What follows belongs to an exercise in optimizing a design on an open flow for small area, a short achievable clock period and few clock cycles per item; a production flow would make more cautious choices.
Where RTL was checked, it was by simulation tests only, not by an equivalence proof against the original.
Power and IR drop assume default switching activity.

==> lagoon <==
// xoshiro_int8_noise_generator_unit
module xoshiro_int8_noise_generator_unit (
  input  logic        clk,
  input  logic        rst_n,
  input  logic        cfg_valid,
  output logic        cfg_ready,
  input  logic [63:0] cfg_data,
  input  logic        in_tvalid,
  output logic        in_tready,
  input  logic [15:0] in_tdata,
  input  logic        in_tuser,
  output logic        out_tvalid,
  input  logic        out_tready,
  output logic [7:0]  out_tdata,
  output logic        out_tlast
);
export LEC_CHECK = 0
export ABC_CLOCK_PERIOD_IN_PS = 3000
export CAP_MARGIN = 20
export CORE_MARGIN = 2
export CORE_UTILIZATION = 60
export SLEW_MARGIN = 20
create_clock -name core_clock -period 11.0 [get_ports {clk}]
standard.sh (not shown) runs the stock make flow with config.mk's settings and CLKGATE_MAP_FILE= SYNTH_SCRIPT=/design/flow/synth_recipe.tcl, a recipe that flattens the netlist after the stock synthesis.
==> flow/flow/run.sh <==
#!/bin/bash
export SETUP_SLACK_MARGIN=7.7
export BUFFER_PORTS_ARGS="-buffer_cell sky130_fd_sc_hd__buf_4"
bash standard.sh > standard.log 2>&1
==> indigo (differences from lagoon) <==
--- a/flow/design.v
+++ b/flow/design.v
@@ -159,15 +159,14 @@
 );
   logic        q_v, q_mode;
   logic [3:0]  q_cnt;
   logic [7:0]  q_stream;
   logic        in_rdy_r, cfg_rdy_r;
   logic        q_v_nxt, q_rs_nxt, rst_q;
   logic [3:0]  fin_oh, ld;
-  logic        f_init4;
   logic [63:0] base_r;
   logic [63:0] s0_r, s1_r, s2_r, s3_r;
   logic        g_act;
   logic [3:0]  g_n;
   logic [2:0]  g_k;
   logic        g_tc;
   logic [7:0]  g_koh;
@@ -341,16 +340,16 @@
     .t (tb)
   );
   function automatic logic [63:0] xop(input logic [6:0] f, input logic [19:0] t);
     xop = ({64{f[6]}} & {44'd0, t}) | ({64{f[5]}} & {40'd0, t, 4'd0}) |
           ({64{f[4]}} & ~{44'd0, t}) | ({64{f[3]}} & ~{40'd0, t, 4'd0}) |
           ({64{f[2]}} & GAMMA_C) | ({64{f[1]}} & GAMMA_R) | ({64{f[0]}} & GAMMA);
   endfunction
-  assign xf     = {f_init, f_init2, f_rest, f_rest2, f_init3, f_rest3, f_seed};
-  assign x_add  = rs_go && (|xf);
+  assign xf     = {f_init, f_init2, f_rest, f_rest2, rs_start, f_rest3, f_seed};
+  assign x_add  = rs_start || (rs_go && (|xf));
   assign x_lo   = xop(xf, tb_r);
   assign x_hi   = xop(xf_d, tb_d);
   assign lo_sum = {1'b0, base_r[31:0]} + {1'b0, x_lo[31:0]};
   assign hi_sum = {base_r[63:32], 1'b1} + {x_hi[63:32], xc_r};
   always_ff @(posedge clk) begin
     if (!rst_n) begin
       xd_add <= 1'b0;
@@ -369,15 +368,14 @@
       rs_act <= 1'b0;
       f_init <= 1'b0;
       f_init2 <= 1'b0;
       f_rest <= 1'b0;
       f_rest2 <= 1'b0;
       f_rest3 <= 1'b0;
       f_init3 <= 1'b0;
-      f_init4 <= 1'b0;
       f_seed <= 1'b0;
       f_ma   <= 1'b0;
       f_x27  <= 1'b0;
       f_mb   <= 1'b0;
       f_fin  <= 1'b0;
       fin_oh <= 4'd0;
     end else if (rs_start) begin
@@ -391,17 +389,14 @@
         f_init  <= 1'b0;
         f_init2 <= 1'b1;
       end else if (f_init2) begin
         f_init2 <= 1'b0;
         f_init3 <= 1'b1;
       end else if (f_init3) begin
         f_init3 <= 1'b0;
-        f_init4 <= 1'b1;
-      end else if (f_init4) begin
-        f_init4 <= 1'b0;
         f_seed  <= 1'b1;
       end else if (f_seed) begin
         f_seed <= 1'b0;
         f_fin  <= 1'b0;
         f_ma   <= 1'b1;
       end else if (f_ma) begin
         if (rs_cnt == 3'd7) begin
==> flow/flow/run.sh (replaced) <==
#!/bin/bash
export SETUP_SLACK_MARGIN=7.6
bash standard.sh > standard.log 2>&1
==> juniper (differences from lagoon) <==
--- a/flow/design.v
+++ b/flow/design.v
@@ -1,14 +1,12 @@
 `timescale 1ns / 1ps
 package xng_pkg;
   localparam logic MODE_RESEED   = 1'b0;
   localparam logic MODE_GENERATE = 1'b1;
   localparam logic [63:0] GAMMA    = 64'h9E37_79B9_7F4A_7C15;
-  localparam logic [63:0] GAMMA_C  = 64'h9E37_79B9_7F4B_1A4C;    
-  localparam logic [63:0] GAMMA_R  = 64'hE8EA_9F60_838A_F562;    
 endpackage
 `timescale 1ns / 1ps
 module xng_mul64lo (
   input  logic        sa,
   input  logic        sb,
   input  logic [7:0]  d,
   input  logic [55:0] hs,
@@ -45,18 +43,24 @@
   assign pcy   = low[8];
   assign ns    = s2[63:8];
   assign nc    = c2[63:8];
   assign nls   = s2[7:0];
   assign nlc   = c2[7:0];
 endmodule
 module xng_seed_tab (
-  input  logic [3:0]  d,
-  output logic [19:0] t
+  input  logic [7:0]  d,
+  output logic [24:0] tc
 );
-  assign t = (d[3] ? (d[2] ? (d[1] ? (d[0] ? 20'h94539 : 20'h8a702) : (d[0] ? 20'h808cb : 20'h76a94)) : (d[1] ? (d[0] ? 20'h6cc5d : 20'h62e26) : (d[0] ? 20'h58fef : 20'h4f1b8))) : (d[2] ? (d[1] ? (d[0] ? 20'h45381 : 20'h3b54a) : (d[0] ? 20'h31713 : 20'h278dc)) : (d[1] ? (d[0] ? 20'h1daa5 : 20'h13c6e) : (d[0] ? 20'h9e37 : 20'h0))));
+  logic [3:0]  dl, dh;
+  logic [24:0] tcl, tch;
+  assign dl = d[3:0];
+  assign dh = d[7:4];
+  assign tcl = {4'd0, (dl[3] ? (dl[2] ? (dl[1] ? (dl[0] ? 21'h9e370 : 21'h94539) : (dl[0] ? 21'h8a702 : 21'h808cb)) : (dl[1] ? (dl[0] ? 21'h76a94 : 21'h6cc5d) : (dl[0] ? 21'h62e26 : 21'h58fef))) : (dl[2] ? (dl[1] ? (dl[0] ? 21'h4f1b8 : 21'h45381) : (dl[0] ? 21'h3b54a : 21'h31713)) : (dl[1] ? (dl[0] ? 21'h278dc : 21'h1daa5) : (dl[0] ? 21'h13c6e : 21'h9e37))))};
+  assign tch = {1'b0, (dh[3] ? (dh[2] ? (dh[1] ? (dh[0] ? 20'h94539 : 20'h8a702) : (dh[0] ? 20'h808cb : 20'h76a94)) : (dh[1] ? (dh[0] ? 20'h6cc5d : 20'h62e26) : (dh[0] ? 20'h58fef : 20'h4f1b8))) : (dh[2] ? (dh[1] ? (dh[0] ? 20'h45381 : 20'h3b54a) : (dh[0] ? 20'h31713 : 20'h278dc)) : (dh[1] ? (dh[0] ? 20'h1daa5 : 20'h13c6e) : (dh[0] ? 20'h9e37 : 20'h0)))), 4'h0};
+  assign tc  = tcl + tch;
 endmodule
 `timescale 1ns / 1ps
 module xng_emit (
   input  logic       clk,
   input  logic       rst_n,
   input  logic       in_v,
   input  logic [7:0] in_rb,
@@ -157,47 +161,39 @@
   output logic [7:0]  out_tdata,
   output logic        out_tlast
 );
   logic        q_v, q_mode;
   logic [3:0]  q_cnt;
   logic [7:0]  q_stream;
   logic        in_rdy_r, cfg_rdy_r;
-  logic        q_v_nxt, q_rs_nxt, rst_q;
-  logic [3:0]  fin_oh, ld;
-  logic        f_init4;
+  logic        q_v_nxt, q_rs_nxt;
   logic [63:0] base_r;
   logic [63:0] s0_r, s1_r, s2_r, s3_r;
   logic        g_act;
   logic [3:0]  g_n;
   logic [2:0]  g_k;
   logic        g_tc;
   logic [7:0]  g_koh;
   logic        w0;
   logic [7:0]  wa, wb;
   logic        e_adv, g_go, g_done, g_last, g_nz, g_start;
   logic [7:0]  rbyte;
   logic        rcarry;
-  logic        c57_r, c57_cur;
-  logic [63:0] c57_in;
+  logic        c57_r, c57_cur, c57_step;
   logic [63:0] s1n;
   logic        rs_act;
   logic [1:0]  rs_i;
   logic [2:0]  rs_cnt;
   logic        f_init, f_seed, f_ma, f_x27, f_mb, f_fin;
   logic [55:0] hs_r, hc_r, ns, nc;
   logic [7:0]  ls_r, lc_r, nls, nlc;
   logic        cy_r, pcy;
   logic [7:0]  pbyte;
-  logic [63:0] r_r, rfull, x_lo, x_hi;
-  logic [19:0] tb, tb_r, tb_d;
-  logic [3:0]  tb_in;
-  logic [7:0]  rs_st;
-  logic [6:0]  xf, xf_d;
-  logic [32:0] lo_sum, hi_sum;
-  logic        f_init2, f_init3, f_rest, f_rest2, f_rest3, x_add, xd_add, xc_r;
+  logic [63:0] r_r, x_r, rfull;
+  logic [24:0] q_r, tc;
   logic        rs_go, rs_start, rs_fin, rs_done, rs_s1, g_pre, g_blk;
   logic [63:0] bus;
   assign g_start  = q_v && (q_mode == MODE_GENERATE) && (!rs_act || rs_done || rs_s1) &&
                     (!g_act || g_done);
   assign rs_start = q_v && (q_mode == MODE_RESEED) && !rs_act;
   always_comb begin
     q_v_nxt  = q_v;
@@ -216,39 +212,33 @@
       q_v       <= 1'b0;
       in_rdy_r  <= 1'b1;
       cfg_rdy_r <= 1'b1;
       base_r    <= '0;
     end else begin
       q_v       <= q_v_nxt;
       in_rdy_r  <= !q_v_nxt;
-      cfg_rdy_r <= !q_rs_nxt && !(rs_start || (rs_act && !rs_done));
+      cfg_rdy_r <= !q_rs_nxt;
       if (cfg_valid && cfg_rdy_r) base_r <= cfg_data;
-      else begin
-        if (x_add) base_r[31:0] <= lo_sum[31:0];
-        if (xd_add) base_r[63:32] <= hi_sum[32:1];
-      end
     end
   end
   always_ff @(posedge clk) begin
-    rst_q <= rst_n;
-  end
-  always_ff @(posedge clk) begin
     if (in_tvalid && in_rdy_r) begin
       q_mode   <= in_tuser;
       q_cnt    <= in_tdata[11:8];
       q_stream <= in_tdata[7:0];
     end
   end
   assign in_tready = in_rdy_r;
   assign cfg_ready = cfg_rdy_r;
   assign s1n      = s1_r ^ s2_r ^ s0_r;
-  assign c57_in   = s1_r ^ ({64{g_act}} & (s2_r ^ s0_r));
-  assign c57_cur  = ({1'b0, c57_in[56:0]} + {1'b0, c57_in[54:0], 2'b00}) >> 57;
+  assign c57_cur  = ({1'b0, s1_r[56:0]} + {1'b0, s1_r[54:0], 2'b00}) >> 57;
+  assign c57_step = ({1'b0, s1n[56:0]} + {1'b0, s1n[54:0], 2'b00}) >> 57;
   always_ff @(posedge clk) begin
-    if (g_done || !g_act) c57_r <= c57_cur;
+    if (g_done) c57_r <= c57_step;
+    else if (!g_act) c57_r <= c57_cur;
   end
   logic [7:0]  kn;
   logic [16:0] win_nx, win_c0, win_n0;
   assign kn     = {g_koh[6:0], 1'b0};
   assign win_c0 = {s1_r[0], 1'b0, s1_r[63:57], 1'b0, s1_r[61:55]};
   assign win_n0 = {s1n[0], 1'b0, s1n[63:57], 1'b0, s1n[61:55]};
   assign win_nx = ({17{kn[1]}} & {1'b0, s1_r[8:1],   s1_r[6:0], 1'b0}) |
@@ -331,78 +321,36 @@
     .ns    (ns),
     .nc    (nc),
     .nls   (nls),
     .nlc   (nlc),
     .pbyte (pbyte),
     .pcy   (pcy)
   );
-  assign tb_in = rs_start ? q_stream[3:0] : ((f_init || f_rest) ? rs_st[7:4] : rs_st[3:0]);
   xng_seed_tab u_seed (
-    .d (tb_in),
-    .t (tb)
+    .d  (q_stream),
+    .tc (tc)
   );
-  function automatic logic [63:0] xop(input logic [6:0] f, input logic [19:0] t);
-    xop = ({64{f[6]}} & {44'd0, t}) | ({64{f[5]}} & {40'd0, t, 4'd0}) |
-          ({64{f[4]}} & ~{44'd0, t}) | ({64{f[3]}} & ~{40'd0, t, 4'd0}) |
-          ({64{f[2]}} & GAMMA_C) | ({64{f[1]}} & GAMMA_R) | ({64{f[0]}} & GAMMA);
-  endfunction
-  assign xf     = {f_init, f_init2, f_rest, f_rest2, f_init3, f_rest3, f_seed};
-  assign x_add  = rs_go && (|xf);
-  assign x_lo   = xop(xf, tb_r);
-  assign x_hi   = xop(xf_d, tb_d);
-  assign lo_sum = {1'b0, base_r[31:0]} + {1'b0, x_lo[31:0]};
-  assign hi_sum = {base_r[63:32], 1'b1} + {x_hi[63:32], xc_r};
-  always_ff @(posedge clk) begin
-    if (!rst_n) begin
-      xd_add <= 1'b0;
-    end else begin
-      xd_add <= x_add;
-    end
-    xf_d <= xf;
-    xc_r <= lo_sum[32];
-    tb_d <= tb_r;
-    if (rs_start || (rs_go && (f_init || (f_fin && (rs_i == 2'd2)) || f_rest))) tb_r <= tb;
-  end
   assign rfull = {pbyte, r_r[63:8]};
   assign bus   = rfull ^ (rfull >> 31);
   always_ff @(posedge clk) begin
     if (!rst_n) begin
       rs_act <= 1'b0;
       f_init <= 1'b0;
-      f_init2 <= 1'b0;
-      f_rest <= 1'b0;
-      f_rest2 <= 1'b0;
-      f_rest3 <= 1'b0;
-      f_init3 <= 1'b0;
-      f_init4 <= 1'b0;
       f_seed <= 1'b0;
       f_ma   <= 1'b0;
       f_x27  <= 1'b0;
       f_mb   <= 1'b0;
       f_fin  <= 1'b0;
-      fin_oh <= 4'd0;
     end else if (rs_start) begin
       rs_act <= 1'b1;
       f_init <= 1'b1;
     end else if (rs_go) begin
-      f_rest  <= f_fin && (rs_i == 2'd2);
-      f_rest2 <= f_rest;
-      f_rest3 <= f_rest2;
       if (f_init) begin
-        f_init  <= 1'b0;
-        f_init2 <= 1'b1;
-      end else if (f_init2) begin
-        f_init2 <= 1'b0;
-        f_init3 <= 1'b1;
-      end else if (f_init3) begin
-        f_init3 <= 1'b0;
-        f_init4 <= 1'b1;
-      end else if (f_init4) begin
-        f_init4 <= 1'b0;
-        f_seed  <= 1'b1;
+        f_init <= 1'b0;
+        f_seed <= 1'b1;
       end else if (f_seed) begin
         f_seed <= 1'b0;
         f_fin  <= 1'b0;
         f_ma   <= 1'b1;
       end else if (f_ma) begin
         if (rs_cnt == 3'd7) begin
           f_ma  <= 1'b0;
@@ -411,36 +359,40 @@
       end else if (f_x27) begin
         f_x27 <= 1'b0;
         f_mb  <= 1'b1;
       end else if (f_mb) begin
         if (rs_cnt == 3'd7) begin
           f_mb   <= 1'b0;
           f_fin  <= 1'b1;
-          fin_oh <= 4'b0001 << rs_i;
           f_seed <= (rs_i != 2'd3);
         end
       end else if (f_fin) begin
         f_fin  <= 1'b0;
         rs_act <= 1'b0;
       end
-      if (f_fin) fin_oh <= 4'd0;
     end
   end
   always_ff @(posedge clk) begin
     if (rs_start) begin
       rs_i   <= 2'd0;
       rs_cnt <= 3'd0;
     end else if (rs_go) begin
       if (f_ma || f_mb) rs_cnt <= rs_cnt + 3'd1;
       if (f_fin) rs_i <= rs_i + 2'd1;
     end
-    if (rs_start) rs_st <= q_stream;
+    if (rs_start) begin
+      x_r <= base_r;
+      q_r <= tc;
+    end else if (rs_go && (f_init || f_seed)) begin
+      x_r <= x_r + GAMMA + {39'd0, q_r};
+      q_r <= '0;
+    end
     if (rs_go) begin
       if (f_seed) begin
-        r_r <= base_r ^ (base_r >> 30);
+        r_r <= x_r ^ (x_r >> 30);
       end else if (f_x27) begin
         r_r <= rfull ^ (rfull >> 27);
       end else if (f_ma || f_mb) begin
         r_r <= rfull;
       end
       if (f_seed || f_x27) begin
         ls_r <= '0;
@@ -456,26 +408,28 @@
       hs_r <= '0;
       hc_r <= '0;
     end else begin
       hs_r <= ns;
       hc_r <= nc;
     end
   end
-  assign ld = fin_oh & {4{!(g_act && g_pre)}};
   always_ff @(posedge clk) begin
-    if (!rst_q) begin
+    if (!rst_n) begin
       s0_r <= '0;
       s1_r <= '0;
       s2_r <= '0;
       s3_r <= '0;
-    end else begin
-      if (ld[0]) s0_r <= bus;
-      else if (g_done) s0_r <= s0_r ^ s3_r ^ s1_r;
-      if (ld[1]) s1_r <= bus;
-      else if (g_done) s1_r <= s1n;
-      if (ld[2]) s2_r <= bus;
-      else if (g_done) s2_r <= s2_r ^ s0_r ^ {s1_r[46:0], 17'd0};
-      if (ld[3]) s3_r <= bus;
-      else if (g_done) s3_r <= {s3_r[18:0] ^ s1_r[18:0], s3_r[63:19] ^ s1_r[63:19]};
+    end else if (rs_fin) begin
+      case (rs_i)
+        2'd0:    s0_r <= bus;
+        2'd1:    s1_r <= bus;
+        2'd2:    s2_r <= bus;
+        default: s3_r <= bus;
+      endcase
+    end else if (g_done) begin
+      s0_r <= s0_r ^ s3_r ^ s1_r;
+      s1_r <= s1n;
+      s2_r <= s2_r ^ s0_r ^ {s1_r[46:0], 17'd0};
+      s3_r <= {s3_r[18:0] ^ s1_r[18:0], s3_r[63:19] ^ s1_r[63:19]};
     end
   end
 endmodule
==> flow/flow/run.sh (replaced) <==
#!/bin/bash
export SETUP_SLACK_MARGIN=7.5
bash standard.sh > standard.log 2>&1
CORE_UTILIZATION = 55   (was 60)
==> Implementation_results.wiki <==
{| class="wikitable"
! Metric !! Value
|-
| Run status || timing/DRC/antenna clean
|-
| Cell area after synthesis || around 43000 um2
|-
| Compound-cell area share of the yosys netlist || about a fifth
|-
| Critical R2R Capture || base_r[61]$_SDFFE_PN0P_
|-
| Number of flops mapped to enable cells by yosys || 177
|-
| Maximum single-stage delay on the critical path || 0.45 ns
|-
| Routed wire length on met3 || around 9 mm
|-
| Depth of the worst register-to-register path || 13
|-
| Vias per cell || between 6 and 7
|-
| Final core occ || roughly two thirds
|-
| Crit path arrival time || ~3.9 ns
|-
| Setup WS post-layout || between 7 and 8 ns
|-
| Clock group power || around 2.6 mW
|-
| Switching share of power || 26.1%
|-
| Post-Synth XOR/XNOR Area || about a tenth
|}
(the above is from lagoon)
==> Implementation_results.wiki <==
{| class="wikitable"
! Metric !! Value
|-
| Cell area after synthesis || 42000 um2
|-
| Compound-cell area share of the yosys netlist || 19.1%
|-
| Crit path arrival time || 4.02 ns
|-
| Depth of the worst register-to-register path || 14
|-
| Vias per cell || between 6 and 7
|-
| Critical R2R Capture || base_r[24]$_SDFFE_PN0P_
|-
| Run status || timing/DRC/antenna clean
|-
| Headroom to the max-slew limit || between 20% and 30%
|-
| Post-Synth XOR/XNOR Area || between 10% and 20%
|-
| Maximum single-stage delay on the critical path || between 0.4 and 0.5 ns
|-
| Switching share of power || 30.0%
|}
(the above is from indigo)
==> Implementation_results.wiki <==
{| class="wikitable"
! Metric !! Value
|-
| Number of flops mapped to enable cells by yosys || roughly 240
|-
| Final core occ || around 63%
|-
| Fraction of the cycle the final worst path needs || between 30 and 40%
|-
| Run status || timing/DRC/antenna clean
|-
| Compound-cell area share of the yosys netlist || 18.4%
|-
| Depth of the worst register-to-register path || 15
|-
| Vias per cell || slightly above 6
|-
| Cell types occupying the most area after synthesis || sky130_fd_sc_hd__dfxtp_1, sky130_fd_sc_hd__edfxtp_1, sky130_fd_sc_hd__ha_1, sky130_fd_sc_hd__nand2_1, sky130_fd_sc_hd__fa_1
|-
| Switching share of power || 29.2%
|-
| GRT Util Overall || 34.4%
|-
| Routed wire length on met3 || ~11 mm
|-
| Minimum clock period after layout || between 4 and 5 ns
|-
| Clock group power || 2.68 mW
|-
| Number of buffers outside the clock class in the layout || roughly 230
|-
| Cell area after synthesis || 44800 um2
|-
| Root buffer cell || sky130_fd_sc_hd__clkbuf_16
|}
(the above is from juniper)
Testbench counts of lagoon, summed over its fixed seeds: cycles 19,855, bytes 16,560.
Testbench counts of juniper, summed over its fixed seeds: cycles 19,711, bytes 16,560.
Only the layout flow was run in indigo; the RTL was not checked for function there.

==> re-timing with driven ports <==
The flow's constraints put no driver on any port. The routed layouts listed below were extracted and timed again, unchanged, in two steps. Step 1 assumes that a clkbuf_16 drives the clock port and a buf_2 every other input. Step 2 moves the port delays by t, midway between the first and last clock arrival at a register: inputs arrive t later, outputs are due t later. That takes back most of the time a late clock gives input paths. Three values: ideal ports, drivers, drivers and shift; two values: the first two.
run | shift t [ns] | setup slack, ns | pins driven straight from the clock port
lagoon | 0.693 | 7.624 / 7.583 / 7.172 | 1
indigo | 0.700 | 7.560 / 7.560 / 6.956 | 1
juniper | 0.706 | 6.966 / 6.966 / 6.966 | 1
After both steps setup and hold are still met in every run listed. The setup slack of indigo, which loses most, moves by 0.000 ns with the drivers and by -0.604 ns with both steps.
